From an optimization exercise on the open Yosys and OpenROAD flow, aimed at small area; shortcuts taken in it are not production practice.
The RTL was checked by simulation tests, not by an equivalence proof against the original design.
The flow treats the clock pin as an ideal source, which a real chip does not have.
No activity file was given, so power comes from the tool's default toggle rates.

==> flow/design.v <==
package btb_types;
  localparam int MAX_WIDTH = 32;
  typedef logic [1:0] ctr_t;
  localparam ctr_t SNT = 2'd0;
  localparam ctr_t WNT = 2'd1;
  localparam ctr_t WT  = 2'd2;
  localparam ctr_t ST  = 2'd3;
  typedef struct packed {
    logic                 valid;
    logic [MAX_WIDTH-1:0] tag;
    logic [MAX_WIDTH-1:0] target;
    ctr_t                 ctr;
  } btb_entry_t;
  localparam ctr_t CTR_ALLOC_COND = WT;
  localparam ctr_t CTR_ALLOC_JAL  = ST;
  function automatic integer idx_bits(input integer entries);
    idx_bits = $clog2(entries);
  endfunction
  function automatic integer tag_bits(input integer width, input integer entries);
    tag_bits = width - $clog2(entries) - 2;
  endfunction
endpackage
import btb_types::*;
module sat_ctr2
(
  input  logic [1:0] ctr,
  input  logic taken,
  input  logic force_strong,
  output logic [1:0] ctr_next
);
  logic [1:0] ctr_bits;
  assign ctr_bits = ctr;
  always_comb begin
    ctr_next = ctr;
    if (force_strong) begin
      ctr_next = ST;
    end else if (taken) begin
      if (ctr != ST) ctr_next = ctr_bits + 2'd1;
    end else begin
      if (ctr != SNT) ctr_next = ctr_bits - 2'd1;
    end
  end
endmodule
import btb_types::*;
module btb_predictor
#(
  parameter int ENTRIES = 16,
  parameter int WIDTH   = 32
) (
  input  logic             clk,
  input  logic             rst,
  input  logic [WIDTH-1:0] fetch_pc,
  output logic             btb_hit,
  output logic             predict_taken,
  output logic [WIDTH-1:0] predict_target,
  input  logic             ex_update,
  input  logic [WIDTH-1:0] ex_pc,
  input  logic             ex_taken,
  input  logic [WIDTH-1:0] ex_target,
  input  logic             ex_uncond,
  input  logic             ex_jalr
);
  localparam int IDX   = $clog2(ENTRIES);
  localparam int TAG_W = WIDTH - IDX - 2;
  logic [ENTRIES-1:0] valid_q;
  logic [TAG_W-1:0]   tag_q    [0:ENTRIES-1];
  logic [WIDTH-1:0]   target_q [0:ENTRIES-1];
  logic [1:0]         ctr_q    [0:ENTRIES-1];
  logic [IDX-1:0]     fetch_idx;
  logic [IDX-1:0]     ex_idx;
  logic [TAG_W-1:0]   fetch_tag;
  logic [TAG_W-1:0]   ex_tag;
  logic [ENTRIES-1:0] fetch_sel;
  logic [ENTRIES-1:0] ex_sel;
  assign fetch_idx = fetch_pc[IDX+1:2];
  assign ex_idx    = ex_pc[IDX+1:2];
  assign fetch_tag = fetch_pc[WIDTH-1:IDX+2];
  assign ex_tag    = ex_pc[WIDTH-1:IDX+2];
  always_comb begin
    for (int i = 0; i < ENTRIES; i++) begin
      fetch_sel[i] = (fetch_idx == IDX'(i));
      ex_sel[i]    = (ex_idx == IDX'(i));
    end
  end
  logic               f_valid;
  logic [TAG_W-1:0]   f_tag;
  logic [WIDTH-1:0]   f_target;
  logic               f_ctr1;
  logic               e_valid;
  logic [TAG_W-1:0]   e_tag;
  logic [1:0]         e_ctr;
  always_comb begin
    f_valid  = 1'b0;
    f_tag    = '0;
    f_target = '0;
    f_ctr1   = 1'b0;
    e_valid  = 1'b0;
    e_tag    = '0;
    e_ctr    = '0;
    for (int i = 0; i < ENTRIES; i++) begin
      f_valid  = f_valid  | (fetch_sel[i] & valid_q[i]);
      f_tag    = f_tag    | ({TAG_W{fetch_sel[i]}} & tag_q[i]);
      f_target = f_target | ({WIDTH{fetch_sel[i]}} & target_q[i]);
      f_ctr1   = f_ctr1   | (fetch_sel[i] & ctr_q[i][1]);
      e_valid  = e_valid  | (ex_sel[i] & valid_q[i]);
      e_tag    = e_tag    | ({TAG_W{ex_sel[i]}} & tag_q[i]);
      e_ctr    = e_ctr    | ({2{ex_sel[i]}} & ctr_q[i]);
    end
  end
  logic fetch_hit;
  assign fetch_hit      = f_valid & (f_tag == fetch_tag);
  assign btb_hit        = fetch_hit;
  assign predict_taken  = fetch_hit & f_ctr1;
  assign predict_target = {WIDTH{fetch_hit}} & f_target;
  logic       ex_hit;
  logic       ex_take;
  logic       ex_go;
  logic       wr_entry;
  logic       wr_ctr;
  logic [1:0] ctr_next;
  logic [1:0] new_ctr;
  assign ex_hit  = e_valid & (e_tag == ex_tag);
  assign ex_take = ex_taken | ex_uncond;
  assign ex_go   = ex_update & ~ex_jalr;
  assign wr_entry = ex_go & ex_take;
  assign wr_ctr   = ex_go & (ex_take | ex_hit);
  sat_ctr2 u_sat_ctr2 (
    .ctr          (e_ctr),
    .taken        (ex_taken),
    .force_strong (ex_uncond),
    .ctr_next     (ctr_next)
  );
  assign new_ctr = ex_hit ? ctr_next : (ex_uncond ? CTR_ALLOC_JAL : CTR_ALLOC_COND);
  generate
    for (genvar gi = 0; gi < ENTRIES; gi++) begin : g_row
      always_ff @(posedge clk or posedge rst) begin
        if (rst) valid_q[gi] <= 1'b0;
        else if (wr_entry && ex_sel[gi]) valid_q[gi] <= 1'b1;
      end
      always_ff @(posedge clk) begin
        if (wr_entry && ex_sel[gi]) begin
          tag_q[gi]    <= ex_tag;
          target_q[gi] <= ex_target;
        end
        if (wr_ctr && ex_sel[gi]) ctr_q[gi] <= new_ctr;
      end
    end
  endgenerate
endmodule
==> flow/run.sh <==
#!/bin/bash
# synth_recipe.tcl (not shown) runs the flow's synth.tcl, then flattens the netlist and writes it again
# the make line also repeats each setting of config.mk as NAME=value (left out here)
make -C /OpenROAD-flow-scripts/flow DESIGN_CONFIG=/design/flow/config.mk WORK_HOME=/design/flow/orfs CLKGATE_MAP_FILE= SYNTH_SCRIPT=/design/flow/synth_recipe.tcl finish
==> flow/config.mk <==
export PLATFORM = sky130hd
export DESIGN_NAME = btb_predictor
export DESIGN_NICKNAME = btb_predictor
export VERILOG_FILES = /design/flow/design.v
export SDC_FILE = /design/flow/constraint.sdc
export NUM_CORES = 4
export LEC_CHECK = 0
export CAP_MARGIN = 20
export CORE_MARGIN = 2
export CORE_UTILIZATION = 60
export PLACE_DENSITY = 0.75
export SETUP_SLACK_MARGIN = 0.1
export SLEW_MARGIN = 20
==> flow/constraint.sdc <==
create_clock -name core_clock -period 7.5 [get_ports {clk}]
set_input_delay 1.5000 -clock core_clock [delete_from_list [all_inputs] [get_ports {clk}]]
set_output_delay 1.5000 -clock core_clock [all_outputs]
set_load 0.01 [all_outputs]
==> summary.md, run 1 <==
| Metric | Value |
|---|---|
| CP arrival | `around 6 ns` |
| Filler instances | `between 4000 and 5000` |
| Setup ws final | `~0.10 ns` |
| Vias/cell | `about 7.7` |
| Largest area contributor in the synthesized netlist | `edfxtp_1` |
| Hold Buf Count CTS | `0` |
| Setup Total Neg Slack | `0 ns` |
| Post-Syn Nets | `~2800` |
| Synth warn | `5` |
| GRT Residual Overflow | `0` |
| Drt total wl | `~160000 µm` |
| Sequential fraction of the synthesis area | `70.0%` |
| Pre-Repair DR Iteration Count | `9` |
| Commonest cells post-synth | `edfxtp_1 (960), a22oi_1 (217), a221oi_1 (110)` |
| Mapped Avg Cell Area | `around 16 µm²` |
| Gate power share | `8.6%` |
| All-Layer GR Usage | `43.8%` |
| Hold Crit Class | `flop to flop` |
| Setup WS pre-CTS | `-0.0139 ns` |
| Io pins | `about 140` |
| Core Area | `around 69000 µm²` |
| Total number of vias | `between 30000 and 40000` |
| Root buffer cell | `clkbuf_16` |
| Post-synthesis register bit count | `976` |
| Max cap viols | `0` |
| CP max stage cell | `clkdlybuf4s50_1` |
| Layout cells sized above 1 | `19.1%` |
| Num CTS Buffers | `98` |
| CP max stage delay | `0.61 ns` |
| Buf/Inv on CP | `7` |
| Element type at the critical path end | `primary output` |
| Relative slew margins | `13.3%` |
| Metal-1 WL | `~53000 µm` |
| Hold Violations, Final | `0` |
| CP delay by family, top | `buffers and inverters` |
| Initial antenna violation count | `8` |
| Critical path launch point type | `input port` |
| Synth area leaders | `edfxtp_1 (69%), a22oi_1 (3.9%), a221oi_1 (2.3%), a22o_1 (2.3%), mux2i_1 (1.9%)` |
| RSZ-0062 raised after global routing | `false` |
| Met3 wire len | `between 20000 and 25000 µm` |
| Tmin final | `around 7.4 ns` |
| Final Cycle Share | `a little over nine tenths` |
| Max H-tree Level | `3` |
| Dpl hpwl | `roughly 95000 µm` |
| Switch share | `a little under a quarter` |
| CTS clock-pin slew for the worst setup and hold paths | `roughly 0.07 ns` |
| Number of buffers added on ports | `approximately 130` |
| Final setup vio count | `0` |
| Largest net degree at the start of global routing | `64` |
| Detail Route Antenna Nets | `0` |
| Synth-to-Final Area Change | `17.1%` |
| Die Ht | `around 270 µm` |
| Synth cell types | `80` |
| Setup Skew | `~0.053 ns` |
| Die width | `between 200 and 300 µm` |
| TritonCTS clock tree | `done` |
| Synth Cell Area | `41800 µm²` |
| Met2 wire len | `around 69000 µm` |
| Max Root-Sink Buffers | `3` |
| Post-synth ARST share | `under 10%` |
| Die ar. | `about 72000 µm²` |
| Outcome | `no timing/DRC/antenna violations` |
| Crit-path max FO | `15` |
| Post-route DRC | `0` |
| Overall power | `0.0119 W` |
| Row count | `96` |
| Flop pwr share | `just over 50%` |
| Most used cell, CP | `buf_12` |
| NumNets Final | `between 3000 and 4000` |
| Worst-margin pin slew | `1.30 ns` |
| WL/cell | `just under 40 µm` |
| Fmax | `approximately 0.14 GHz` |
| Switching power of the nets | `0.00284 W` |
| Slew Limit Fails | `0` |
| Later-pin clock latency in the skew report | `approximately 0.7 ns` |
| Clk sinks | `a little under 1000` |
| Peak supply drop | `243 µV` |
| Worst EP required | `approximately 6.0 ns` |
| Initial Util | `around 61%` |
| Gpl congestion | `approximately 1.1` |
| WHS | `~0.50 ns` |
| LEAKAGE | `roughly 16 nW` |
| Power Density | `244 nW/µm²` |
| Most frequent cell after synthesis | `edfxtp_1` |
| CP cell instances | `buf_8 > buf_12 > and3b_1 > a221oi_1 > a31oi_1 > a211oi_2 > xnor2_1 > nor4_2 > buf_4 > nand4_1 > buf_4 > or4b_4 > buf_12 > buf_12 > nor3_1 > clkdlybuf4s50_1` |
| Synth Flop Type | `edfxtp_1` |
| Mapped Cells | `2682` |
| First-pass GRT wire length | `219000 µm` |
| Top Layer Used | `met5` |
| Top-area cell type share of the netlist area | `~69%` |
| Clock power frac | `40.2%` |
| Post-synth EDFFs | `960` |
| Vias in the first global route | `around 30000` |
| Iteration-0 DRC Markers | `roughly 5400` |
| Worst setup path class | `input port to primary output` |
| Internal power | `between 0.009 and 0.01 W` |
[per-stage QoR]
stage	instances	utilization, %	area, µm²
detailed placement	3775	66.4	45600
CTS	3956	71.0	48800
finish	3966	71.2	48900
global route	3960	71.2	48900
floorplan	2682	-	41800
global placement	3775	66.4	45600
[state kept, by name, indices dropped and copies added (netlist names)]
| signal | count |
|---|---|
| target_q | 512 |
| tag_q | 416 |
| ctr_q | 32 |
| valid_q | 16 |
[placed cells by master, fill, tap and decap left out, types with 23 or more instances in the layout]
master / n
nor4_1: 24
nand3_1: 37
buf_4: 212
nand2_1: 75
mux2i_1: 81
nor2b_1: 25
mux2_2: 64
edfxtp_1: 960
nand3b_1: 35
a22oi_1: 216
nor3_1: 32
nor2_1: 60
a22o_1: 109
clkinv_1: 23
a21oi_1: 49
o22ai_1: 25
a221oi_1: 110
a32oi_1: 36
clkbuf_16: 100
nand4_1: 25
buf_12: 29
o21ai_0: 40
and3_1: 46
clkdlybuf4s50_1: 123
[cells by family after synthesis]
family / count (synthesis) / synth area share, %
compound gates: 763 / 14.7
xor+xnor: 27 / 0.566
fa+ha+maj: 1 / 0.0240
buf+inv: 219 / 2.58
flops: 976 / 70.0
mux: 173 / 4.88
simple gates: 523 / 7.34
[worst register-to-register path, stage by stage, from the launching register on]
cell and delay (ns):
edfxtp_1 0.41, mux2_1 0.31, a32o_1 0.25, or4_1 0.57
or4_1 0.61, a211oi_1 0.32, nand4_1 0.14, nor4_1 0.47
buf_4 0.21, nor2_1 0.08, buf_4 0.18, nor4_1 0.39
[power groups by stage]
stage | Combinational, W | Sequential [W] | Clock, W
2_1_floorplan | 0.000473 | 0.00620 | 0
3_3_place_gp | 0.000952 | 0.00621 | 0
3_5_place_dp | 0.000963 | 0.00621 | 0
4_1_cts | 0.000971 | 0.00610 | 0.00479
5_1_grt | 0.00104 | 0.00610 | 0.00500
6_report | 0.00102 | 0.00610 | 0.00480
[repair_timing]
action                     in CTS  in global routing
gates resized for setup         4                 11
pin swaps                       1                  2
gates cloned                    0                  1
setup endpoints to repair      12                 34
setup buffers                   0                  1
[cell type report]
type | instances | area, µm² | share of cell area (%)
timing repair buffer | 368 | 3460 | 7.07
tap | 931 | 1160 | 2.38
clock buffer | 121 | 2560 | 5.23
inverter | 15 | 56.3 | 0.115
antenna | 8 | 20.0 | 0.0409
sequential | 976 | 29200 | 59.8
multi-input combinational | 1487 | 11800 | 24.2
clock inverter | 60 | 588 | 1.20
[layer usage]
layer / GRT usage (%) / up-vias
li1: - / 11793
met1: 56.3 / 15125
met2: 65.2 / 3028
met3: 12.0 / 784
met4: 30.8 / 4
met5: 0 / -
[final timing paths]
kind                         startpoint                 end  slack, ns  cells after the start
max                         fetch_pc[4]  predict_target[26]       0.10                     16
min                         valid_q[13]         valid_q[13]       0.50                      1
min in group asynchronous           rst          valid_q[5]       1.37                      2
min reg2reg                 valid_q[13]         valid_q[13]       0.50                      1
max in group asynchronous           rst          valid_q[8]       5.67                      2
max reg2reg                tag_q[12][0]         ctr_q[6][1]       3.25                     11
==> run 2: changes to the inputs <==
==> flow/flow/run.sh (new file) <==
#!/bin/bash
# Own layout flow: the standard synthesis, then its combinational logic
# replaced by a hand-mapped netlist (flow/gen_netlist.py) that keeps every
# register of the standard synthesis, then the standard layout steps.
set -euo pipefail
W=$(pwd)
R=$W/orfs/results/$FLOW_PLATFORM/btb_predictor/base

bash standard.sh synth > "$W/log_synth.txt" 2>&1
cp "$R/1_2_yosys.v" "$W/std_netlist.v"
if python3 flow/gen_netlist.py "$W/std_netlist.v" "$W/gen_netlist.v" > "$W/log_gen.txt" 2>&1; then
  cp "$W/gen_netlist.v" "$R/1_2_yosys.v"
  rm -f "$R/1_synth.odb" "$R/1_synth.sdc"
else
  echo "gen_netlist failed; keeping the standard netlist" >> "$W/log_gen.txt"
fi

CTS="-sink_clustering_enable -repair_clock_nets -dont_use_dummy_load"
CTS="$CTS -buf_list {sky130_fd_sc_hd__clkbuf_4 sky130_fd_sc_hd__clkbuf_8}"
bash standard.sh "CTS_ARGS=$CTS" finish > "$W/log_layout.txt" 2>&1
==> flow/flow/gen_netlist.py (new file) <==
#!/usr/bin/env python3
"""Rewrite the combinational logic of the standard synthesis netlist of
btb_predictor with a hand-mapped structure, keeping every register of the
standard synthesis (instance name and cell type) as it is.

usage: gen_netlist.py STANDARD_NETLIST OUT_NETLIST
Exits non-zero (and writes nothing) if the registers are not the expected ones.
"""
import re
import sys

ENTRIES, TAG_W, WIDTH = 16, 26, 32
P = "sky130_fd_sc_hd__"

src = open(sys.argv[1]).read()

# ---- registers of the standard synthesis -------------------------------
inst_re = re.compile(r"^\s*(sky130_fd_sc_hd__\w+)\s+(\\\S+ |\S+)\s*\(", re.M)
regs = {}
for m in inst_re.finditer(src):
    cell, name = m.group(1), m.group(2)
    base = cell[len(P):]
    if not base.startswith(("df", "edf", "sdf", "dl")):
        continue
    r = re.match(r"\\(valid_q|tag_q|target_q|ctr_q)\[(\d+)\](?:\[(\d+)\])?\$\S+ $", name)
    if not r:
        sys.exit("unexpected register " + name)
    key = (r.group(1), int(r.group(2)), int(r.group(3)) if r.group(3) else 0)
    regs[key] = (cell, name)

expect = {}
for i in range(ENTRIES):
    expect[("valid_q", i, 0)] = "dfrtp"
    for k in range(TAG_W):
        expect[("tag_q", i, k)] = "edfxtp"
    for k in range(WIDTH):
        expect[("target_q", i, k)] = "edfxtp"
    for k in range(2):
        expect[("ctr_q", i, k)] = "edfxtp"
if set(regs) != set(expect):
    sys.exit("register set differs from the expected one")
for key, kind in expect.items():
    if not regs[key][0].startswith(P + kind + "_"):
        sys.exit("unexpected cell type for %s: %s" % (key, regs[key][0]))

# ---- netlist builder ----------------------------------------------------
body = []
wires = []
cnt = [0]


def net():
    cnt[0] += 1
    n = "n%d" % cnt[0]
    wires.append(n)
    return n


def cell(kind, out_pin, out=None, **pins):
    cnt[0] += 1
    inst = "g%d" % cnt[0]
    y = out if out else net()
    conns = ", ".join(".%s(%s)" % (p, v) for p, v in pins.items())
    body.append("  %s%s %s (%s, .%s(%s));" % (P, kind, inst, conns, out_pin, y))
    return y


def inv(a): return cell("inv_1", "Y", A=a)
def nand2(a, b): return cell("nand2_1", "Y", A=a, B=b)
def nor2(a, b): return cell("nor2_1", "Y", A=a, B=b)
def nor3(a, b, c): return cell("nor3_1", "Y", A=a, B=b, C=c)
def nor4(a, b, c, d): return cell("nor4_1", "Y", A=a, B=b, C=c, D=d)
def nand4(a, b, c, d): return cell("nand4_1", "Y", A=a, B=b, C=c, D=d)
def nand3(a, b, c): return cell("nand3_1", "Y", A=a, B=b, C=c)
def and2(a, b, out=None): return cell("and2_1", "X", out=out, A=a, B=b)
def and3(a, b, c, out=None): return cell("and3_1", "X", out=out, A=a, B=b, C=c)
def or2(a, b): return cell("or2_1", "X", A=a, B=b)
def xor2(a, b): return cell("xor2_1", "X", A=a, B=b)
def maj3(a, b, c): return cell("maj3_1", "X", A=a, B=b, C=c)
def a21o(a1, a2, b1): return cell("a21o_1", "X", A1=a1, A2=a2, B1=b1)
def o21a(a1, a2, b1): return cell("o21a_1", "X", A1=a1, A2=a2, B1=b1)
def o22ai(a1, a2, b1, b2): return cell("o22ai_1", "Y", A1=a1, A2=a2, B1=b1, B2=b2)


def and_all(xs, out=None):
    """AND of a list of signals."""
    g = []
    xs = list(xs)
    while xs:
        grp, xs = xs[:4], xs[4:]
        if len(grp) == 4:
            g.append(nand4(*grp))
        elif len(grp) == 3:
            g.append(nand3(*grp))
        elif len(grp) == 2:
            g.append(nand2(*grp))
        else:
            g.append(inv(grp[0]))
    # g are active-low; AND = NOR of g
    h = []
    while g:
        grp, g = g[:4], g[4:]
        if len(grp) == 4:
            h.append(nor4(*grp))
        elif len(grp) == 3:
            h.append(nor3(*grp))
        elif len(grp) == 2:
            h.append(nor2(*grp))
        else:
            h.append(inv(grp[0]))
    if len(h) == 1:
        return h[0]
    if len(h) == 2:
        return and2(*h, out=out)
    if len(h) == 3:
        return and3(*h, out=out)
    return and_all(h, out=out)


def predecode(b0, b1):
    """Active-high and active-low one-hot decode of two bits."""
    n0, n1 = inv(b0), inv(b1)
    lit0 = [n0, b0]
    lit1 = [n1, b1]
    hi = [nor2(lit0[1 - (j & 1)], lit1[1 - (j >> 1)]) for j in range(4)]
    return hi


def selects_n(pcbus):
    """Active-low one-hot row selects for pc[5:2]."""
    la = predecode(pcbus(2), pcbus(3))
    lb = predecode(pcbus(4), pcbus(5))
    return [nand2(la[i % 4], lb[i // 4]) for i in range(ENTRIES)], la, lb


def read(sel_n, data):
    """AND-OR read of one bit over the rows, as a product of sums:
    returns (r1, r2) whose AND is the selected row's bit."""
    y = [o22ai(sel_n[2 * j], data[2 * j], sel_n[2 * j + 1], data[2 * j + 1])
         for j in range(ENTRIES // 2)]
    return nor4(*y[0:4]), nor4(*y[4:8])


q = {key: net() for key in expect}

fpc = lambda b: "fetch_pc[%d]" % b
epc = lambda b: "ex_pc[%d]" % b

# ---- fetch side ---------------------------------------------------------
fs_n, _, _ = selects_n(fpc)
fv = read(fs_n, [q[("valid_q", i, 0)] for i in range(ENTRIES)])
fm = []
for k in range(TAG_W):
    r1, r2 = read(fs_n, [q[("tag_q", i, k)] for i in range(ENTRIES)])
    fm.append(xor2(nand2(r1, r2), fpc(6 + k)))
hit = and_all(fm + list(fv), out="btb_hit")
r1, r2 = read(fs_n, [q[("ctr_q", i, 1)] for i in range(ENTRIES)])
and3(r1, r2, hit, out="predict_taken")
for k in range(WIDTH):
    r1, r2 = read(fs_n, [q[("target_q", i, k)] for i in range(ENTRIES)])
    and3(r1, r2, hit, out="predict_target[%d]" % k)

# ---- EX side ------------------------------------------------------------
es_n, ela, elb = selects_n(epc)
ev = read(es_n, [q[("valid_q", i, 0)] for i in range(ENTRIES)])
em = []
for k in range(TAG_W):
    r1, r2 = read(es_n, [q[("tag_q", i, k)] for i in range(ENTRIES)])
    em.append(xor2(nand2(r1, r2), epc(6 + k)))
ex_hit = and_all(em + list(ev))
c1 = and2(*read(es_n, [q[("ctr_q", i, 1)] for i in range(ENTRIES)]))
c0r = read(es_n, [q[("ctr_q", i, 0)] for i in range(ENTRIES)])
c0 = and2(*c0r)
c0_n = nand2(*c0r)
m1 = maj3(c1, c0, "ex_taken")
m0 = maj3(c1, c0_n, "ex_taken")
new1 = nand2(nor2("ex_uncond", m1), ex_hit)
new0 = a21o(ex_hit, m0, "ex_uncond")
go = nor2(inv("ex_update"), "ex_jalr")
take = or2("ex_taken", "ex_uncond")
wr_entry = and2(go, take)
wr_ctr = o21a(take, ex_hit, go)
ela_n = [inv(x) for x in ela]
lbw_n = [nand2(elb[j], wr_entry) for j in range(4)]
lbc_n = [nand2(elb[j], wr_ctr) for j in range(4)]
en_t = [nor2(ela_n[i % 4], lbw_n[i // 4]) for i in range(ENTRIES)]
en_c = [nor2(ela_n[i % 4], lbc_n[i // 4]) for i in range(ENTRIES)]
rst_n = inv("rst")

# ---- registers ----------------------------------------------------------
for key in sorted(expect):
    cellname, inst = regs[key]
    field, i, k = key
    if field == "valid_q":
        d = or2(q[key], en_t[i])
        pins = ".CLK(clk), .D(%s), .RESET_B(%s), .Q(%s)" % (d, rst_n, q[key])
    elif field == "tag_q":
        pins = ".CLK(clk), .D(ex_pc[%d]), .DE(%s), .Q(%s)" % (6 + k, en_t[i], q[key])
    elif field == "target_q":
        pins = ".CLK(clk), .D(ex_target[%d]), .DE(%s), .Q(%s)" % (k, en_t[i], q[key])
    else:
        pins = ".CLK(clk), .D(%s), .DE(%s), .Q(%s)" % ([new0, new1][k], en_c[i], q[key])
    body.append("  %s %s(%s);" % (cellname, inst, pins))

hdr = """module btb_predictor(clk, rst, fetch_pc, btb_hit, predict_taken, predict_target, ex_update, ex_pc, ex_taken, ex_target, ex_uncond, ex_jalr);
  input clk;
  input rst;
  input [31:0] fetch_pc;
  output btb_hit;
  output predict_taken;
  output [31:0] predict_target;
  input ex_update;
  input [31:0] ex_pc;
  input ex_taken;
  input [31:0] ex_target;
  input ex_uncond;
  input ex_jalr;
"""
with open(sys.argv[2], "w") as f:
    f.write(hdr)
    for w in wires:
        f.write("  wire %s;\n" % w)
    f.write("\n".join(body))
    f.write("\nendmodule\n")
==> flow/standard.sh (new file) <==
#!/bin/bash
# synth_recipe.tcl (not shown) runs the flow's synth.tcl, then flattens the netlist and writes it again
# the make line also repeats each setting of config.mk as NAME=value (left out here)
make -C /OpenROAD-flow-scripts/flow DESIGN_CONFIG=/design/flow/config.mk WORK_HOME=/design/flow/orfs CLKGATE_MAP_FILE= SYNTH_SCRIPT=/design/flow/synth_recipe.tcl "${@:-finish}"
--- a/flow/config.mk
+++ b/flow/config.mk
@@ -9,4 +9,4 @@
 export CORE_MARGIN = 2
-export CORE_UTILIZATION = 60
-export PLACE_DENSITY = 0.75
+export CORE_UTILIZATION = 45
+export PLACE_DENSITY = 0.6
 export SETUP_SLACK_MARGIN = 0.1
removed: flow/run.sh
==> summary.md, run 2 <==
| Metric | Value |
|---|---|
| Outcome | `no timing/DRC/antenna violations` |
| Drt total wl | `around 110000 µm` |
| WL/cell | `31.5 µm` |
| Post-Syn Nets | `around 2300` |
| Worst EP required | `roughly 6.0 ns` |
| Final Cycle Share | `97.2%` |
| Root buffer cell | `clkbuf_8` |
| Critical path launch point type | `input port` |
| CP cell instances | `clkdlybuf4s50_1 > inv_1 > nor2_4 > nand2_4 > o22ai_1 > nor4_1 > nand2_1 > xor2_1 > nand4_1 > nor4_1 > and2_2 > buf_12 > and3_1 > clkdlybuf4s50_1` |
| Clock power frac | `a little over a third` |
| NumNets Final | `2670` |
| Mapped Avg Cell Area | `approximately 17 µm²` |
| Later-pin clock latency in the skew report | `between 0.7 and 0.8 ns` |
| Flop pwr share | `approximately three fifths` |
| Iteration-0 DRC Markers | `about 3300` |
| Switching power of the nets | `0.00221 W` |
| Synth warn | `5` |
| Max H-tree Level | `4` |
| Core Area | `between 80000 and 90000 µm²` |
| Initial Util | `45.3%` |
| Detail Route Antenna Nets | `0` |
| Register with the most flip-flops | `target_q` |
| CP max stage cell | `clkdlybuf4s50_1` |
| GRT Residual Overflow | `0` |
| Power Density | `about 240 nW/µm²` |
| Internal power | `a little over 0.008 W` |
| DP Cell Count | `around 3500` |
| Worst-margin pin slew | `roughly 1.1 ns` |
| Initial antenna violation count | `12` |
| Tmin final | `roughly 7.3 ns` |
| Largest net degree at the start of global routing | `52` |
| Die width | `around 290 µm` |
| CP max stage delay | `0.57 ns` |
| Worst setup path class | `input port to primary output` |
| Most common cell after layout, fill and taps aside | `edfxtp_1` |
| Io pins | `136` |
| Synth-to-Final Area Change | `16.9%` |
| Setup Skew | `~0.038 ns` |
| CTS clock-pin slew for the worst setup and hold paths | `0.05 ns` |
| Relative slew margins | `roughly a quarter` |
| Post-route DRC | `0` |
| Gate power share | `5.5%` |
| Commonest cells after routing, fill and taps aside | `edfxtp_1 (960), o22ai_1 (712), nor4_1 (179), clkbuf_8 (155), clkdlybuf4s50_1 (131)` |
| CP arrival | `about 5.8 ns` |
| Fmax | `approximately 0.14 GHz` |
| Max cap viols | `0` |
| Max Root-Sink Buffers | `3` |
| RSZ-0062 raised after global routing | `false` |
| Mapped Cells | `between 2000 and 2500` |
| Slew Limit Fails | `0` |
| Synth Cell Area | `between 30000 and 40000 µm²` |
| Layout cells sized above 1 | `about 13%` |
| Vias in the first global route | `between 20000 and 25000` |
| Peak supply drop | `approximately 150 µV` |
| Element type at the critical path end | `primary output` |
| Die Ht | `288 µm` |
| LEAKAGE | `13.6 nW` |
| Overall power | `around 0.01 W` |
| All-Layer GR Usage | `between 20% and 30%` |
| TritonCTS clock tree | `done` |
| Hold Crit Class | `flop to flop` |
| Max FFs per register | `~510` |
| Switch share | `21.5%` |
| Setup ws final | `~0.21 ns` |
| Clk sinks | `between 900 and 1000` |
| Row count | `roughly 100` |
| Cell Count, Final, Fillers Out | `3634` |
| Die ar. | `a little over 80000 µm²` |
| Pre-Repair DR Iteration Count | `5` |
| Final setup vio count | `0` |
| Vias/cell | `approximately 6.8` |
| Dpl hpwl | `between 60000 and 70000 µm` |
| CP delay by family, top | `simple AND/OR/NAND/NOR gates` |
| Setup Total Neg Slack | `0 ns` |
| Number of buffers added on ports | `between 100 and 150` |
| Num CTS Buffers | `about 160` |
| Hold Violations, Final | `0` |
| Total number of vias | `24585` |
| Setup WS pre-CTS | `-0.0274 ns` |
| Buf/Inv on CP | `4` |
| Hold Buf Count CTS | `0` |
| First-pass GRT wire length | `roughly 160000 µm` |
| Largest regs | `target_q: 512 flops, tag_q: 416 flops, ctr_q: 32 flops` |
| Crit-path max FO | `34` |
| Gpl congestion | `a little under 0.9` |
==> run 2: power by group through the flow <==
stage	Combinational [W]	Clock, W	Sequential, W
final	0.000565	0.00362	0.00610
after floorplan	0.000251	0	0.00620
after global routing	0.000600	0.00390	0.00611
after CTS	0.000547	0.00368	0.00610
after detailed placement	0.000545	0	0.00621
after global placement	0.000533	0	0.00621
==> run 2: per-layer routing <==
| layer | global-route usage [%] | up-vias | share of wire, % | wire length (µm) |
|---|---|---|---|---|
| met4 | 11.1 | 12 | 3.4 | 3900 |
| met3 | 7.30 | 300 | 12 | 13400 |
| met5 | 0 | - | 0.059 | 68 |
| met2 | 42.7 | 1678 | 46 | 52900 |
| met1 | 36.6 | 12409 | 39 | 44100 |
| li1 | - | 10186 | - | - |
==> run 2: area by class of cell <==
type,instances,area [µm²]
sequential,976,29200
multi-input combinational,1163,7420
tap,1060,1330
inverter,14,52.6
fill,6407,37800
clock buffer,155,2130
antenna,8,20.0
timing repair buffer,258,2310
==> run 2: path summary, 6_finish.rpt <==
kind / startpoint / end / slack, ns / cells past startpoint
min in group asynchronous: rst / valid_q[2] / 1.12 / 2
max in group asynchronous: rst / valid_q[14] / 5.93 / 2
min reg2reg: valid_q[3] / valid_q[3] / 0.49 / 1
min: valid_q[3] / valid_q[3] / 0.49 / 1
max: fetch_pc[3] / predict_target[18] / 0.21 / 14
max reg2reg: tag_q[8][5] / ctr_q[3][1] / 4.03 / 10
==> run 2: per-stage QoR <==
stage | util (%) | hold WS, ns | cell area, µm²
6_report | 52.9 | 0.490 | 42500
5_1_grt | 52.9 | 0.511 | 42500
4_1_cts | 52.7 | 0.495 | 42300
3_5_place_dp | 50.0 | 0.480 | 40200
3_3_place_gp | 50.0 | 0.473 | 40200
2_1_floorplan | - | 0.458 | 36300
==> run 2: what timing repair did <==
item                       in CTS  in global routing
setup endpoints to repair      31                 22
buffers inserted                0                  3
pin swaps                       0                  1
gates resized for setup         7                 16
==> run 3: changes to the inputs <==
--- a/flow/flow/run.sh
+++ b/flow/flow/run.sh
@@ -17,4 +17,6 @@
 
+# Smaller clock tree: no dummy loads, clkbuf_8 leaves over clusters of up to
+# 16 flip-flops; port buffers of the smallest buffer.
 CTS="-sink_clustering_enable -repair_clock_nets -dont_use_dummy_load"
-CTS="$CTS -buf_list {sky130_fd_sc_hd__clkbuf_4 sky130_fd_sc_hd__clkbuf_8}"
-bash standard.sh "CTS_ARGS=$CTS" finish > "$W/log_layout.txt" 2>&1
+CTS="$CTS -buf_list {sky130_fd_sc_hd__clkbuf_8} -sink_clustering_size 16 -sink_clustering_max_diameter 60"
+bash standard.sh "CTS_ARGS=$CTS" "BUFFER_PORTS_ARGS=-buffer_cell sky130_fd_sc_hd__buf_1" finish > "$W/log_layout.txt" 2>&1
==> summary.md, run 3 <==
| Metric | Value |
|---|---|
| Outcome | `no timing/DRC/antenna violations` |
| Detail Route Antenna Nets | `0` |
| Most common cell after layout, fill and taps aside | `edfxtp_1` |
| Row count | `about 100` |
| Largest net degree at the start of global routing | `49` |
| NumNets Final | `~2500` |
| Worst-margin pin slew | `around 1.2 ns` |
| Cell Count, Final, Fillers Out | `roughly 3500` |
| Clock power frac | `a little over a quarter` |
| Hold Crit Class | `flop to flop` |
| Dpl hpwl | `between 50000 and 60000 µm` |
| Core Area | `~80000 µm²` |
| Final Cycle Share | `around 90%` |
| Worst EP required | `~6.0 ns` |
| WL/cell | `approximately 31 µm` |
| First-pass GRT wire length | `around 160000 µm` |
| Die ar. | `slightly above 80000 µm²` |
| # Post-CTS Setup Buffers | `0` |
| Filler instances | `approximately 6600` |
| Gpl congestion | `about 0.84` |
| Relative slew margins | `between 15 and 20%` |
| Mapped Cells | `2153` |
| Area of the multi-input gates | `roughly 7300 µm²` |
| Worst setup path class | `input port to primary output` |
| LEAKAGE | `12.5 nW` |
| Setup Total Neg Slack | `0 ns` |
| Reg area | `slightly below 30000 µm²` |
| TritonCTS clock tree | `done` |
| Final setup vio count | `0` |
| Switching power of the nets | `between 0.0015 and 0.002 W` |
| DP Cell Count | `~3400` |
| Peak supply drop | `153 µV` |
| CP max stage cell | `nand2_4` |
| Setup Skew | `around 0.11 ns` |
| Register with the most flip-flops | `target_q` |
| Total number of vias | `around 24000` |
| All-Layer GR Usage | `between 20% and 30%` |
| Die width | `approximately 290 µm` |
| Power Density | `~230 nW/µm²` |
| Fmax | `0.146 GHz` |
| Hold Violations, Final | `0` |
| Synth warn | `5` |
| Clk sinks | `a little under 1000` |
| Vias in the first global route | `roughly 24000` |
| Max FFs per register | `512` |
| Number of buffers added on ports | `roughly 130` |
| Num CTS Buffers | `75` |
| Die Ht | `around 290 µm` |
| Drt total wl | `between 100000 and 150000 µm` |
| Vias/cell | `approximately 6.8` |
| CTS clock-pin slew for the worst setup and hold paths | `roughly 0.070 ns` |
| Io pins | `about 140` |
| Iteration-0 DRC Markers | `approximately 3200` |
| Root buffer cell | `clkbuf_8` |
| Initial antenna violation count | `14` |
| Slew Limit Fails | `0` |
| Layout cells sized above 1 | `under 10%` |
| GRT Residual Overflow | `0` |
| Synth-to-Final Area Change | `10.2%` |
| Hold Buf Count CTS | `0` |
| Max cap viols | `0` |
| Critical path launch point type | `input port` |
| Later-pin clock latency in the skew report | `~0.73 ns` |
| Post-route DRC | `0` |
| Mapped Avg Cell Area | `16.9 µm²` |
| Switch share | `21.7%` |
| Tmin final | `approximately 7 ns` |
| Post-Syn Nets | `about 2300` |
| Max Root-Sink Buffers | `3` |
| Flop pwr share | `67.1%` |
| CP arrival | `5.34 ns` |
| Largest regs | `target_q: 512 flops, tag_q: 416 flops, ctr_q: 32 flops` |
| Crit-path max FO | `37` |
| Synth Cell Area | `approximately 36000 µm²` |
| Commonest cells after routing, fill and taps aside | `edfxtp_1 (960), o22ai_1 (712), nor4_1 (180), buf_1 (131), nand2_1 (77)` |
| Initial Util | `between 40% and 50%` |
| Element type at the critical path end | `primary output` |
| Internal power | `0.00710 W` |
| CP max stage delay | `~0.64 ns` |
| Gate power share | `under 10%` |
| RSZ-0062 raised after global routing | `false` |
| Post-CTS Resized | `0` |
| Pre-Repair DR Iteration Count | `8` |
| Max H-tree Level | `3` |
| CP cell instances | `buf_1 > inv_1 > nor2_1 > nand2_4 > o22ai_1 > nor4_1 > nand2_1 > xor2_1 > nand4_1 > nor4_1 > and2_2 > buf_12 > and3_1 > buf_1` |
[run 3: worst max-delay path: cells and delay by family]
family          cells  cell delay [ns]
compound gates      1             0.30
buf+inv             4             0.63
xor+xnor            1             0.22
simple gates        8             2.61
[run 3: final cells by class]
type	count	share of cell area, %
well taps	1060	3.31
inverters	14	0.131
diodes	1	0.00625
multi-input cells	1163	18.2
clock buffers	75	2.58
repair buffers	205	2.78
flip-flops and latches	976	73.0
[run 3: worst paths after layout]
kind | from | to | slack (ns) | depth (start not counted)
setup / recovery | fetch_pc[2] | predict_target[28] | 0.66 | 14
hold / removal | valid_q[0] | valid_q[0] | 0.50 | 1
setup reg to reg | tag_q[0][5] | ctr_q[11][1] | 4.14 | 10
hold reg to reg | valid_q[0] | valid_q[0] | 0.50 | 1
max in group asynchronous | rst | valid_q[4] | 6.28 | 2
min in group asynchronous | rst | valid_q[7] | 0.82 | 2
[run 3: metrics by stage]
| step | util, % | instance area [µm²] | power, W | hold slack [ns] | setup slack [ns] |
|---|---|---|---|---|---|
| after global routing | 49.9 | 40100 | 0.00934 | 0.528 | 0.464 |
| after global placement | 48.5 | 39000 | 0.00669 | 0.471 | 0.672 |
| after CTS | 49.8 | 40000 | 0.00910 | 0.504 | 0.655 |
| after floorplan | - | 36300 | 0.00645 | 0.458 | 1.52 |
| after detailed placement | 48.5 | 39000 | 0.00671 | 0.480 | 0.666 |
| final | 49.9 | 40100 | 0.00908 | 0.505 | 0.658 |
[run 3: metal layers]
| metal | vias up | global-route usage (%) | routed length, µm |
|---|---|---|---|
| li1 | 9897 | - | - |
| met3 | 279 | 6.49 | 12100 |
| met5 | - | 0 | 147 |
| met2 | 1513 | 42.4 | 52000 |
| met1 | 11921 | 35.1 | 42300 |
| met4 | 24 | 8.12 | 3210 |
[run 3: power by group through the flow]
stage	Sequential, W	Combinational [W]	Clock [W]
CTS	0.00609	0.000499	0.00252
floorplan	0.00620	0.000251	0
detailed placement	0.00621	0.000499	0
global placement	0.00621	0.000488	0
finish	0.00609	0.000508	0.00248
global route	0.00609	0.000543	0.00270
==> run 4: changes to the inputs <==
--- a/flow/design.v
+++ b/flow/design.v
@@ -74,4 +74,9 @@
   logic [ENTRIES-1:0] ex_sel;
-  assign fetch_idx = fetch_pc[IDX+1:2];
-  assign ex_idx    = ex_pc[IDX+1:2];
+  logic swap_q;
+  always_ff @(posedge clk or posedge rst) begin
+    if (rst) swap_q <= 1'b0;
+    else     swap_q <= ~swap_q;
+  end
+  assign fetch_idx = fetch_pc[IDX+1:2] ^ IDX'(swap_q);
+  assign ex_idx    = ex_pc[IDX+1:2] ^ IDX'(swap_q);
   assign fetch_tag = fetch_pc[WIDTH-1:IDX+2];
@@ -135,12 +140,12 @@
     for (genvar gi = 0; gi < ENTRIES; gi++) begin : g_row
+      logic wr_here;
+      assign wr_here = ex_sel[gi ^ 1];
       always_ff @(posedge clk or posedge rst) begin
         if (rst) valid_q[gi] <= 1'b0;
-        else if (wr_entry && ex_sel[gi]) valid_q[gi] <= 1'b1;
+        else     valid_q[gi] <= (wr_entry && wr_here) || valid_q[gi ^ 1];
       end
       always_ff @(posedge clk) begin
-        if (wr_entry && ex_sel[gi]) begin
-          tag_q[gi]    <= ex_tag;
-          target_q[gi] <= ex_target;
-        end
-        if (wr_ctr && ex_sel[gi]) ctr_q[gi] <= new_ctr;
+        tag_q[gi]    <= (wr_entry && wr_here) ? ex_tag    : tag_q[gi ^ 1];
+        target_q[gi] <= (wr_entry && wr_here) ? ex_target : target_q[gi ^ 1];
+        ctr_q[gi]    <= (wr_ctr && wr_here)   ? new_ctr   : ctr_q[gi ^ 1];
       end
--- a/flow/flow/run.sh
+++ b/flow/flow/run.sh
@@ -3,3 +3,4 @@
 # replaced by a hand-mapped netlist (flow/gen_netlist.py) that keeps every
-# register of the standard synthesis, then the standard layout steps.
+# register of the standard synthesis (name and cell type), then the standard
+# layout steps. Each tool's output goes to a log_*.txt file here.
 set -euo pipefail
@@ -18,5 +19,5 @@
 # Smaller clock tree: no dummy loads, clkbuf_8 leaves over clusters of up to
-# 16 flip-flops; port buffers of the smallest buffer.
+# 16 flip-flops; port buffers buf_2.
 CTS="-sink_clustering_enable -repair_clock_nets -dont_use_dummy_load"
 CTS="$CTS -buf_list {sky130_fd_sc_hd__clkbuf_8} -sink_clustering_size 16 -sink_clustering_max_diameter 60"
-bash standard.sh "CTS_ARGS=$CTS" "BUFFER_PORTS_ARGS=-buffer_cell sky130_fd_sc_hd__buf_1" finish > "$W/log_layout.txt" 2>&1
+bash standard.sh "CTS_ARGS=$CTS" "BUFFER_PORTS_ARGS=-buffer_cell sky130_fd_sc_hd__buf_2" finish > "$W/log_layout.txt" 2>&1
--- a/flow/flow/gen_netlist.py
+++ b/flow/flow/gen_netlist.py
@@ -24,2 +24,5 @@
         continue
+    if re.match(r"\\swap_q\$\S+ $", name):
+        regs[("swap_q", 0, 0)] = (cell, name)
+        continue
     r = re.match(r"\\(valid_q|tag_q|target_q|ctr_q)\[(\d+)\](?:\[(\d+)\])?\$\S+ $", name)
@@ -30,3 +33,3 @@
 
-expect = {}
+expect = {("swap_q", 0, 0): "dfrtp"}
 for i in range(ENTRIES):
@@ -34,7 +37,7 @@
     for k in range(TAG_W):
-        expect[("tag_q", i, k)] = "edfxtp"
+        expect[("tag_q", i, k)] = "dfxtp"
     for k in range(WIDTH):
-        expect[("target_q", i, k)] = "edfxtp"
+        expect[("target_q", i, k)] = "dfxtp"
     for k in range(2):
-        expect[("ctr_q", i, k)] = "edfxtp"
+        expect[("ctr_q", i, k)] = "dfxtp"
 if set(regs) != set(expect):
@@ -68,2 +71,4 @@
 def inv(a): return cell("inv_1", "Y", A=a)
+def inv2(a): return cell("inv_2", "Y", A=a)
+def inv4(a): return cell("inv_4", "Y", A=a)
 def nand2(a, b): return cell("nand2_1", "Y", A=a, B=b)
@@ -81,3 +86,18 @@
 def o21a(a1, a2, b1): return cell("o21a_1", "X", A1=a1, A2=a2, B1=b1)
+def a22o(a1, a2, b1, b2): return cell("a22o_1", "X", A1=a1, A2=a2, B1=b1, B2=b2)
 def o22ai(a1, a2, b1, b2): return cell("o22ai_1", "Y", A1=a1, A2=a2, B1=b1, B2=b2)
+
+
+def nand_all(xs):
+    """NAND of a list of signals (at most 16)."""
+    g = []
+    xs = list(xs)
+    while xs:
+        grp, xs = xs[:4], xs[4:]
+        g.append({4: nand4, 3: nand3, 2: nand2, 1: inv}[len(grp)](*grp))
+    h = []
+    while g:
+        grp, g = g[:4], g[4:]
+        h.append({4: nor4, 3: nor3, 2: nor2, 1: inv}[len(grp)](*grp))
+    return {4: nand4, 3: nand3, 2: nand2, 1: inv}[len(h)](*h)
 
@@ -128,7 +148,17 @@
 
+def predecode_n(b0, b1):
+    """Active-low one-hot decode of two bits."""
+    n0, n1 = inv(b0), inv(b1)
+    lit0 = [n0, b0]
+    lit1 = [n1, b1]
+    return [nand2(lit0[j & 1], lit1[j >> 1]) for j in range(4)]
+
+
 def selects_n(pcbus):
-    """Active-low one-hot row selects for pc[5:2]."""
-    la = predecode(pcbus(2), pcbus(3))
-    lb = predecode(pcbus(4), pcbus(5))
-    return [nand2(la[i % 4], lb[i // 4]) for i in range(ENTRIES)], la, lb
+    """Active-low one-hot row selects for pc[5:2] ^ swap_q (the row that
+    holds the entry now), each from a strong inverter."""
+    la_n = predecode_n(xor2(pcbus(2), q[("swap_q", 0, 0)]), pcbus(3))
+    lb_n = predecode_n(pcbus(4), pcbus(5))
+    sel_n = [inv4(nor2(la_n[i % 4], lb_n[i // 4])) for i in range(ENTRIES)]
+    return sel_n, la_n, lb_n
 
@@ -155,3 +185,4 @@
     fm.append(xor2(nand2(r1, r2), fpc(6 + k)))
-hit = and_all(fm + list(fv), out="btb_hit")
+hit = inv4(nand_all(fm + list(fv)))
+cell("buf_1", "X", out="btb_hit", A=hit)
 r1, r2 = read(fs_n, [q[("ctr_q", i, 1)] for i in range(ENTRIES)])
@@ -163,3 +194,3 @@
 # ---- EX side ------------------------------------------------------------
-es_n, ela, elb = selects_n(epc)
+es_n, ela_n, elb_n = selects_n(epc)
 ev = read(es_n, [q[("valid_q", i, 0)] for i in range(ENTRIES)])
@@ -170,2 +201,3 @@
 ex_hit = and_all(em + list(ev))
+
 c1 = and2(*read(es_n, [q[("ctr_q", i, 1)] for i in range(ENTRIES)]))
@@ -176,4 +208,4 @@
 m0 = maj3(c1, c0_n, "ex_taken")
-new1 = nand2(nor2("ex_uncond", m1), ex_hit)
-new0 = a21o(ex_hit, m0, "ex_uncond")
+new1 = inv2(and2(nor2("ex_uncond", m1), ex_hit))
+new0 = inv2(cell("a21oi_1", "Y", A1=ex_hit, A2=m0, B1="ex_uncond"))
 go = nor2(inv("ex_update"), "ex_jalr")
@@ -182,8 +214,14 @@
 wr_ctr = o21a(take, ex_hit, go)
-ela_n = [inv(x) for x in ela]
-lbw_n = [nand2(elb[j], wr_entry) for j in range(4)]
-lbc_n = [nand2(elb[j], wr_ctr) for j in range(4)]
-en_t = [nor2(ela_n[i % 4], lbw_n[i // 4]) for i in range(ENTRIES)]
-en_c = [nor2(ela_n[i % 4], lbc_n[i // 4]) for i in range(ENTRIES)]
-rst_n = inv("rst")
+ela = [inv(x) for x in ela_n]
+lbw = [nor2(elb_n[j], inv(wr_entry)) for j in range(4)]
+lbc = [nor2(elb_n[j], inv(wr_ctr)) for j in range(4)]
+# The entry trained at this edge sits in row ex_idx now and in row ex_idx ^ 1
+# after the edge: row r is written when row r ^ 1 is selected.
+sel_t_n = [nand2(ela[i % 4], lbw[i // 4]) for i in range(ENTRIES)]
+sel_c_n = [nand2(ela[i % 4], lbc[i // 4]) for i in range(ENTRIES)]
+en_t = [inv4(sel_t_n[r ^ 1]) for r in range(ENTRIES)]
+en_tn = [inv4(en_t[r]) for r in range(ENTRIES)]
+en_c = [inv(sel_c_n[r ^ 1]) for r in range(ENTRIES)]
+en_cn = [inv(en_c[r]) for r in range(ENTRIES)]
+rst_n = inv2("rst")
 
@@ -193,11 +231,16 @@
     field, i, k = key
-    if field == "valid_q":
-        d = or2(q[key], en_t[i])
+    if field == "swap_q":
+        pins = ".CLK(clk), .D(%s), .RESET_B(%s), .Q(%s)" % (inv(q[key]), rst_n, q[key])
+    elif field == "valid_q":
+        d = or2(q[(field, i ^ 1, k)], en_t[i])
         pins = ".CLK(clk), .D(%s), .RESET_B(%s), .Q(%s)" % (d, rst_n, q[key])
-    elif field == "tag_q":
-        pins = ".CLK(clk), .D(ex_pc[%d]), .DE(%s), .Q(%s)" % (6 + k, en_t[i], q[key])
-    elif field == "target_q":
-        pins = ".CLK(clk), .D(ex_target[%d]), .DE(%s), .Q(%s)" % (k, en_t[i], q[key])
     else:
-        pins = ".CLK(clk), .D(%s), .DE(%s), .Q(%s)" % ([new0, new1][k], en_c[i], q[key])
+        if field == "tag_q":
+            x, e, en = "ex_pc[%d]" % (6 + k), en_t[i], en_tn[i]
+        elif field == "target_q":
+            x, e, en = "ex_target[%d]" % k, en_t[i], en_tn[i]
+        else:
+            x, e, en = [new0, new1][k], en_c[i], en_cn[i]
+        d = a22o(e, x, en, q[(field, i ^ 1, k)])
+        pins = ".CLK(clk), .D(%s), .Q(%s)" % (d, q[key])
     body.append("  %s %s(%s);" % (cellname, inst, pins))
==> summary.md, run 4 <==
| Metric | Value |
|---|---|
| CTS clock-pin slew for the worst setup and hold paths | `0.09 ns` |
| Layout cells sized above 1 | `under 10%` |
| Mapped Avg Cell Area | `between 10 and 15 µm²` |
| Worst-margin pin slew | `approximately 1.1 ns` |
| Register with the most flip-flops | `target_q` |
| Area of the multi-input gates | `15500 µm²` |
| Vias/cell | `7.49` |
| Setup Skew | `between 0.08 and 0.09 ns` |
| Critical path launch point type | `input port` |
| First-pass GRT wire length | `217000 µm` |
| Worst Hold End | `target_q[7][22]` |
| Total number of vias | `~34000` |
| WHS Path Cells | `1` |
| Setup WS pre-CTS | `roughly 0.65 ns` |
| Vias in the first global route | `around 34000` |
| Power Density | `approximately 280 nW/µm²` |
| TritonCTS clock tree | `done` |
| Gpl congestion | `between 0.8 and 0.9` |
| Die Ht | `around 290 µm` |
| Reg-to-reg startpoint | `swap_q` |
| Worst reg-to-reg setup slack | `2.32 ns` |
| Later-pin clock latency in the skew report | `0.76 ns` |
| Synth warn | `5` |
| Setup Total Neg Slack | `0 ns` |
| Num CTS Buffers | `77` |
| Detail Route Antenna Nets | `0` |
| Slew Limit Fails | `0` |
| Relative slew margins | `25.8%` |
| Io pins | `approximately 140` |
| R2R cell count | `19` |
| Core Area | `~79000 µm²` |
| Synth-to-Final Area Change | `9.96%` |
| Post-route DRC | `0` |
| Commonest cells after routing, fill and taps aside | `dfxtp_1 (960), a22o_1 (960), o22ai_1 (712), nor4_1 (180), buf_2 (131)` |
| Post-CTS Resized | `0` |
| Hold Crit Class | `flop to flop` |
| Pre-Repair DR Iteration Count | `9` |
| Largest regs | `target_q: 512 flops, tag_q: 416 flops, ctr_q: 32 flops` |
| RSZ-0062 raised after global routing | `false` |
| Mapped Cells | `about 3200` |
| WL/cell | `32.3 µm` |
| Post-Syn Nets | `approximately 3300` |
| Worst R2R End | `ctr_q[12][0]` |
| Max H-tree Level | `3` |
| Setup ws final | `between 0.3 and 0.4 ns` |
| Max Root-Sink Buffers | `3` |
| CP cell instances | `buf_2 > xor2_1 > inv_1 > nand2_1 > nor2_1 > inv_4 > buf_4 > o22ai_1 > nor4_1 > nand2_1 > xor2_1 > nand4_1 > nor4_1 > buf_4 > nand2_1 > inv_4 > buf_12 > and3_1 > buf_2` |
| Most used cell, CP | `nand2_1` |
| Die width | `about 290 µm` |
| Dpl hpwl | `about 77000 µm` |
| GRT Residual Overflow | `0` |
| Worst EP required | `~6 ns` |
| Outcome | `no timing/DRC/antenna violations` |
| WHS | `about 0.44 ns` |
| Final Cycle Share | `between 90 and 100%` |
| NumNets Final | `3601` |
| CP max stage delay | `about 0.72 ns` |
| Initial antenna violation count | `10` |
| Max FFs per register | `between 500 and 600` |
| Row count | `approximately 100` |
| Die ar. | `roughly 82000 µm²` |
| Crit-path max FO | `34` |
| Reg area | `between 15000 and 20000 µm²` |
| Synth Cell Area | `35700 µm²` |
| Clk sinks | `between 900 and 1000` |
| Drt total wl | `147000 µm` |
| Root buffer cell | `clkbuf_8` |
| Iteration-0 DRC Markers | `a little under 5000` |
| Max cap viols | `0` |
| Filler instances | `a little over 7000` |
| CP max stage cell | `nor4_1` |
| All-Layer GR Usage | `around a third` |
| Element type at the critical path end | `primary output` |
| CP arrival | `roughly 5.6 ns` |
| Worst setup path class | `input port to primary output` |
| Initial Util | `between 40% and 50%` |
| Peak supply drop | `between 150 and 200 µV` |
| LEAKAGE | `between 15 and 20 nW` |
| Final setup vio count | `0` |
| Largest net degree at the start of global routing | `61` |
| Hold Violations, Final | `0` |
| Hold path start | `target_q[6][22]` |
| Fmax | `0.140 GHz` |
| Number of buffers added on ports | `131` |
| Hold Buf Count CTS | `0` |
| Tmin final | `about 7 ns` |
| # Post-CTS Setup Buffers | `0` |
[run 4: routing by layer]
| metal | global-route usage [%] | wire (µm) |
|---|---|---|
| met4 | 16.4 | 7230 |
| met3 | 7.61 | 16900 |
| met2 | 53.2 | 65000 |
| met1 | 45.9 | 57700 |
| met5 | 0.233 | 69 |
[run 4: worst max path at each step]
| stage | start | to | cells past startpoint |
|---|---|---|---|
| floorplan | fetch_pc[2] | predict_taken | 14 |
| global placement | fetch_pc[2] | predict_target[19] | 19 |
| detailed placement | fetch_pc[2] | predict_target[19] | 19 |
| CTS | fetch_pc[2] | predict_target[19] | 19 |
| global route | fetch_pc[2] | predict_target[5] | 19 |
| finish | fetch_pc[2] | predict_target[19] | 19 |
[run 4: area by class of cell]
type / instances / area share [%]
repair buffers: 196 / 3.01
diodes: 3 / 0.0191
multi-input cells: 2125 / 39.4
flip-flops and latches: 977 / 50.0
inverters: 122 / 1.58
well taps: 1050 / 3.34
clock buffers: 77 / 2.70
[run 4: power breakdown]
| group | total [W] | switching [W] | leakage [nW] | internal, W |
|---|---|---|---|---|
| combinational | 0.00157 | 0.000687 | 8.15 | 0.000878 |
| sequential | 0.00679 | 0.000650 | 8.16 | 0.00614 |
| clock | 0.00263 | 0.00171 | 0.554 | 0.000922 |
| total | 0.0110 | 0.00304 | 16.9 | 0.00794 |
[run 4: critical path: cells and delay by family]
family | cells | cell delay, ns
compound gates | 1 | 0.11
simple gates | 8 | 1.98
xor+xnor | 2 | 0.50
buf+inv | 8 | 1.45
[run 4: per-stage QoR]
step	power (W)	utilization [%]	std cells	area (µm²)
final	0.0110	49.8	4550	39300
after global routing	0.0114	49.8	4550	39300
after CTS	0.0109	49.8	4547	39300
after detailed placement	0.00837	48.5	4470	38200
after global placement	0.00826	48.5	4470	38200
after floorplan	0.00781	-	3225	35700
==> run 5: changes to the inputs <==
--- a/flow/flow/run.sh
+++ b/flow/flow/run.sh
@@ -18,6 +18,25 @@
 
-# Smaller clock tree: no dummy loads, clkbuf_8 leaves over clusters of up to
-# 16 flip-flops; port buffers buf_2.
-CTS="-sink_clustering_enable -repair_clock_nets -dont_use_dummy_load"
-CTS="$CTS -buf_list {sky130_fd_sc_hd__clkbuf_8} -sink_clustering_size 16 -sink_clustering_max_diameter 60"
-bash standard.sh "CTS_ARGS=$CTS" "BUFFER_PORTS_ARGS=-buffer_cell sky130_fd_sc_hd__buf_2" finish > "$W/log_layout.txt" 2>&1
+# Port buffers are buf_2. The clock tree has no dummy loads and is built
+# from clkbuf_8 leaves over small clusters; if the flip-flop clock-pin slew
+# it gives (estimated from placement) is high, it is rebuilt with smaller
+# clusters, then with the default settings.
+PORTS="BUFFER_PORTS_ARGS=-buffer_cell sky130_fd_sc_hd__buf_2"
+BASE="-sink_clustering_enable -repair_clock_nets"
+TRIES=(
+  "$BASE -dont_use_dummy_load -buf_list {sky130_fd_sc_hd__clkbuf_8} -sink_clustering_size 16 -sink_clustering_max_diameter 60"
+  "$BASE -dont_use_dummy_load -buf_list {sky130_fd_sc_hd__clkbuf_8} -sink_clustering_size 12 -sink_clustering_max_diameter 40"
+  "$BASE"
+)
+n=0
+for CTS in "${TRIES[@]}"; do
+  n=$((n + 1))
+  rm -f "$R/4_1_cts.odb" "$R/4_cts.odb" "$R/4_cts.sdc"
+  bash standard.sh "CTS_ARGS=$CTS" "$PORTS" cts > "$W/log_cts$n.txt" 2>&1
+  ODB="$R/4_cts.odb" SDC="$R/4_cts.sdc" openroad -no_init -exit flow/clk_slew.tcl > "$W/log_slew$n.txt" 2>&1 || true
+  slew=$(awk '/^WORST_CLK_SLEW/ {print $2}' "$W/log_slew$n.txt")
+  echo "try $n: worst clock-pin slew ${slew:-unknown}" >> "$W/log_slew.txt"
+  if [[ -n "$slew" ]] && awk -v s="$slew" 'BEGIN {exit !(s < 0.110)}'; then
+    break
+  fi
+done
+bash standard.sh "CTS_ARGS=$CTS" "$PORTS" finish > "$W/log_layout.txt" 2>&1
==> flow/flow/clk_slew.tcl (new file) <==
set P /OpenROAD-flow-scripts/flow/platforms/sky130hd
read_lef $P/lef/sky130_fd_sc_hd.tlef
read_lef $P/lef/sky130_fd_sc_hd_merged.lef
read_liberty $P/lib/sky130_fd_sc_hd__tt_025C_1v80.lib
read_db $::env(ODB)
read_sdc $::env(SDC)
source $P/setRC.tcl
set_propagated_clock [all_clocks]
estimate_parasitics -placement
set worst 0
foreach p [get_pins -hierarchical */CLK] {
  set s [get_property $p slew_max]
  if {$s > $worst} {set worst $s}
}
puts "WORST_CLK_SLEW $worst"
--- a/flow/flow/gen_netlist.py
+++ b/flow/flow/gen_netlist.py
@@ -156,3 +156,3 @@
 
-def selects_n(pcbus):
+def selects_n(pcbus, copies=1):
     """Active-low one-hot row selects for pc[5:2] ^ swap_q (the row that
@@ -161,3 +161,4 @@
     lb_n = predecode_n(pcbus(4), pcbus(5))
-    sel_n = [inv4(nor2(la_n[i % 4], lb_n[i // 4])) for i in range(ENTRIES)]
+    sel = [nor2(la_n[i % 4], lb_n[i // 4]) for i in range(ENTRIES)]
+    sel_n = [[inv4(x) for x in sel] for _ in range(copies)]
     return sel_n, la_n, lb_n
@@ -179,3 +180,5 @@
 # ---- fetch side ---------------------------------------------------------
-fs_n, _, _ = selects_n(fpc)
+# Two copies of the fetch row selects: one for valid, tag and counter, one
+# for the target.
+(fs_n, ft_n), _, _ = selects_n(fpc, 2)
 fv = read(fs_n, [q[("valid_q", i, 0)] for i in range(ENTRIES)])
@@ -190,3 +193,3 @@
 for k in range(WIDTH):
-    r1, r2 = read(fs_n, [q[("target_q", i, k)] for i in range(ENTRIES)])
+    r1, r2 = read(ft_n, [q[("target_q", i, k)] for i in range(ENTRIES)])
     and3(r1, r2, hit, out="predict_target[%d]" % k)
@@ -194,3 +197,3 @@
 # ---- EX side ------------------------------------------------------------
-es_n, ela_n, elb_n = selects_n(epc)
+(es_n,), ela_n, elb_n = selects_n(epc)
 ev = read(es_n, [q[("valid_q", i, 0)] for i in range(ENTRIES)])
==> summary.md, run 5 <==
| Metric | Value |
|---|---|
| Worst reg-to-reg setup slack | `between 2 and 3 ns` |
| Root buffer cell | `clkbuf_8` |
| Layout cells sized above 1 | `approximately a tenth` |
| Internal power | `0.00795 W` |
| Worst-margin pin slew | `1.16 ns` |
| CTS clock-pin slew for the worst setup and hold paths | `about 0.10 ns` |
| Max cap viols | `0` |
| Slew Limit Fails | `0` |
| Drt total wl | `roughly 150000 µm` |
| Synth Cell Area | `35800 µm²` |
| Number of buffers added on ports | `131` |
| Later-pin clock latency in the skew report | `between 0.7 and 0.8 ns` |
| Initial antenna violation count | `11` |
| Die ar. | `slightly above 80000 µm²` |
| Vias in the first global route | `33375` |
| Mapped Cells | `about 3200` |
| Core Area | `about 80000 µm²` |
| Worst setup path class | `input port to primary output` |
| Critical path launch point type | `input port` |
| Switch share | `between 20 and 30%` |
| Worst EP required | `6.00 ns` |
| R2R cell count | `19` |
| Switching power of the nets | `0.00303 W` |
| Dpl hpwl | `between 70000 and 80000 µm` |
| GRT Residual Overflow | `0` |
| Mapped Avg Cell Area | `between 10 and 15 µm²` |
| Pre-Repair DR Iteration Count | `9` |
| Post-route DRC | `0` |
| Outcome | `no timing/DRC/antenna violations` |
| Die width | `between 200 and 300 µm` |
| Row count | `slightly above 100` |
| Register with the most flip-flops | `target_q` |
| Post-Syn Nets | `3343` |
| NumNets Final | `3596` |
| Power Density | `280 nW/µm²` |
| Vias/cell | `about 7.5` |
| TritonCTS clock tree | `done` |
| Crit-path max FO | `18` |
| CP arrival | `about 5.5 ns` |
| Max H-tree Level | `3` |
| Relative slew margins | `between 20% and 30%` |
| Total number of vias | `~34000` |
| Clock power frac | `roughly 24%` |
| Tmin final | `7.00 ns` |
| Hold Crit Class | `flop to flop` |
| WHS Path Cells | `1` |
| Gpl congestion | `0.888` |
| Final setup vio count | `0` |
| Max Root-Sink Buffers | `3` |
| Iteration-0 DRC Markers | `a little under 5000` |
| Post-CTS Resized | `0` |
| RSZ-0062 raised after global routing | `false` |
| Io pins | `between 100 and 150` |
| Largest regs | `target_q: 512 flops, tag_q: 416 flops, ctr_q: 32 flops` |
| Setup WS pre-CTS | `0.714 ns` |
| Largest net degree at the start of global routing | `59` |
| Synth warn | `5` |
| # Post-CTS Setup Buffers | `0` |
| All-Layer GR Usage | `35.5%` |
| Hold Buf Count CTS | `0` |
| Setup Total Neg Slack | `0 ns` |
| Clk sinks | `around 980` |
| Gate power share | `between 10 and 15%` |
| Synth-to-Final Area Change | `9.44%` |
| Final Cycle Share | `93.4%` |
| Worst Hold End | `target_q[9][11]` |
| Fmax | `around 0.14 GHz` |
| Reg-to-reg startpoint | `swap_q` |
| Commonest cells after routing, fill and taps aside | `dfxtp_1 (960), a22o_1 (960), o22ai_1 (712), nor4_1 (180), buf_2 (131)` |
| First-pass GRT wire length | `220000 µm` |
| Num CTS Buffers | `a little under 80` |
| Initial Util | `between 40 and 50%` |
| Hold path start | `target_q[8][11]` |
| Worst R2R End | `ctr_q[13][1]` |
| Die Ht | `around 290 µm` |
| Element type at the critical path end | `primary output` |
| Setup ws final | `0.498 ns` |
| Peak supply drop | `around 190 µV` |
| Setup Skew | `between 0.05 and 0.06 ns` |
| Hold Violations, Final | `0` |
| Max FFs per register | `between 500 and 600` |
| LEAKAGE | `roughly 17 nW` |
| Detail Route Antenna Nets | `0` |
| WL/cell | `roughly 33 µm` |
| Flop pwr share | `about three fifths` |
run 5: how the worst max path moves through the flow:
stage / slack (ns) / cells past startpoint / end / start
floorplan: 2.39 / 14 / predict_taken / fetch_pc[2]
finish: 0.50 / 18 / predict_target[11] / fetch_pc[2]
global placement: 0.79 / 18 / predict_target[5] / fetch_pc[2]
CTS: 0.68 / 18 / predict_target[5] / fetch_pc[2]
global route: 0.48 / 18 / predict_target[11] / fetch_pc[2]
detailed placement: 0.71 / 18 / predict_target[5] / fetch_pc[2]
run 5: worst max-delay path, stage by stage:
cell	delay [ns]
buf_2	0.10
xor2_1	0.31
inv_1	0.11
nand2_1	0.16
nor2_1	0.14
inv_4	0.31
buf_4	0.26
o22ai_1	0.12
nor4_1	0.45
nand2_1	0.17
xor2_1	0.19
nand4_1	0.25
nor4_1	0.32
nand2_1	0.13
inv_4	0.24
buf_4	0.27
and3_1	0.26
buf_2	0.16
run 5: cell type report:
cell class              count  area (µm²)
multi-input cells        2125       15500
repair buffers            173         971
flip-flops and latches    977       19600
diodes                      6        15.0
clock buffers              79        1090
fillers                  7206       39600
inverters                 138         721
well taps                1050        1310
run 5: stage by stage:
stage          total power [W]  hold WS (ns)  instance area [µm²]  util [%]  instances
2_1_floorplan          0.00781         0.443                35800         -       3241
3_3_place_gp           0.00824         0.456                38100      48.3       4463
6_report                0.0110         0.446                39200      49.7       4548
3_5_place_dp           0.00835         0.453                38100      48.3       4463
4_1_cts                 0.0109         0.447                39200      49.7       4542
5_1_grt                 0.0114         0.465                39200      49.7       4545
run 5: per-layer routing:
metal  routed length, µm  vias up  GRT usage (%)
li1                    -    13968              -
met1               58600    16777           46.7
met2               66200     2802           53.8
met3               18600      652           8.59
met4                8780        8           19.1
met5                  56        -              0
run 5: power groups by stage:
stage / clock network (W) / registers, W / logic (W)
CTS: 0.00267 / 0.00676 / 0.00151
finish: 0.00264 / 0.00680 / 0.00154
floorplan: 0 / 0.00669 / 0.00112
detailed placement: 0 / 0.00685 / 0.00150
global route: 0.00284 / 0.00688 / 0.00165
global placement: 0 / 0.00680 / 0.00144

port drivers added, routing unchanged:
The flow's constraints put no driver on any port. The routed layouts listed below were extracted and timed again, unchanged, in two steps.
Step 1 (the two cells are an assumption about what drives the block):
set clk [get_ports {clk}]
set_driving_cell -lib_cell sky130_fd_sc_hd__clkbuf_16 $clk
set_driving_cell -lib_cell sky130_fd_sc_hd__buf_2 [delete_from_list [all_inputs] $clk]
Step 2 also shifts input and output timing later by t, the mid clock arrival at the registers, as if the neighbouring blocks saw the same clock.
Three values: ideal, step 1, step 2; two values: the first two.
run	t, ns	setup slack, ns	worst setup path after step 2	clock arrival spread, ns	slew at the worst register clock pin (ns)
run 1	0.742	0.104 / 0.050 / 0.050	input to output	0.059 / 0.059	0.07 / 0.07
run 2	0.828	0.208 / 0.126 / 0.126	input to output	0.081 / 0.081	0.06 / 0.06
run 3	0.736	0.658 / 0.547 / 0.547	input to output	0.108 / 0.108	0.10 / 0.10
run 4	0.781	0.366 / 0.346 / 0.346	input to output	0.090 / 0.090	0.11 / 0.11
run 5	0.770	0.498 / 0.477 / 0.477	input to output	0.058 / 0.059	0.11 / 0.11
After both steps setup and hold are still met in every run listed. The setup slack of run 3, which loses most, moves by -0.111 ns with the drivers and by -0.111 ns with both steps.
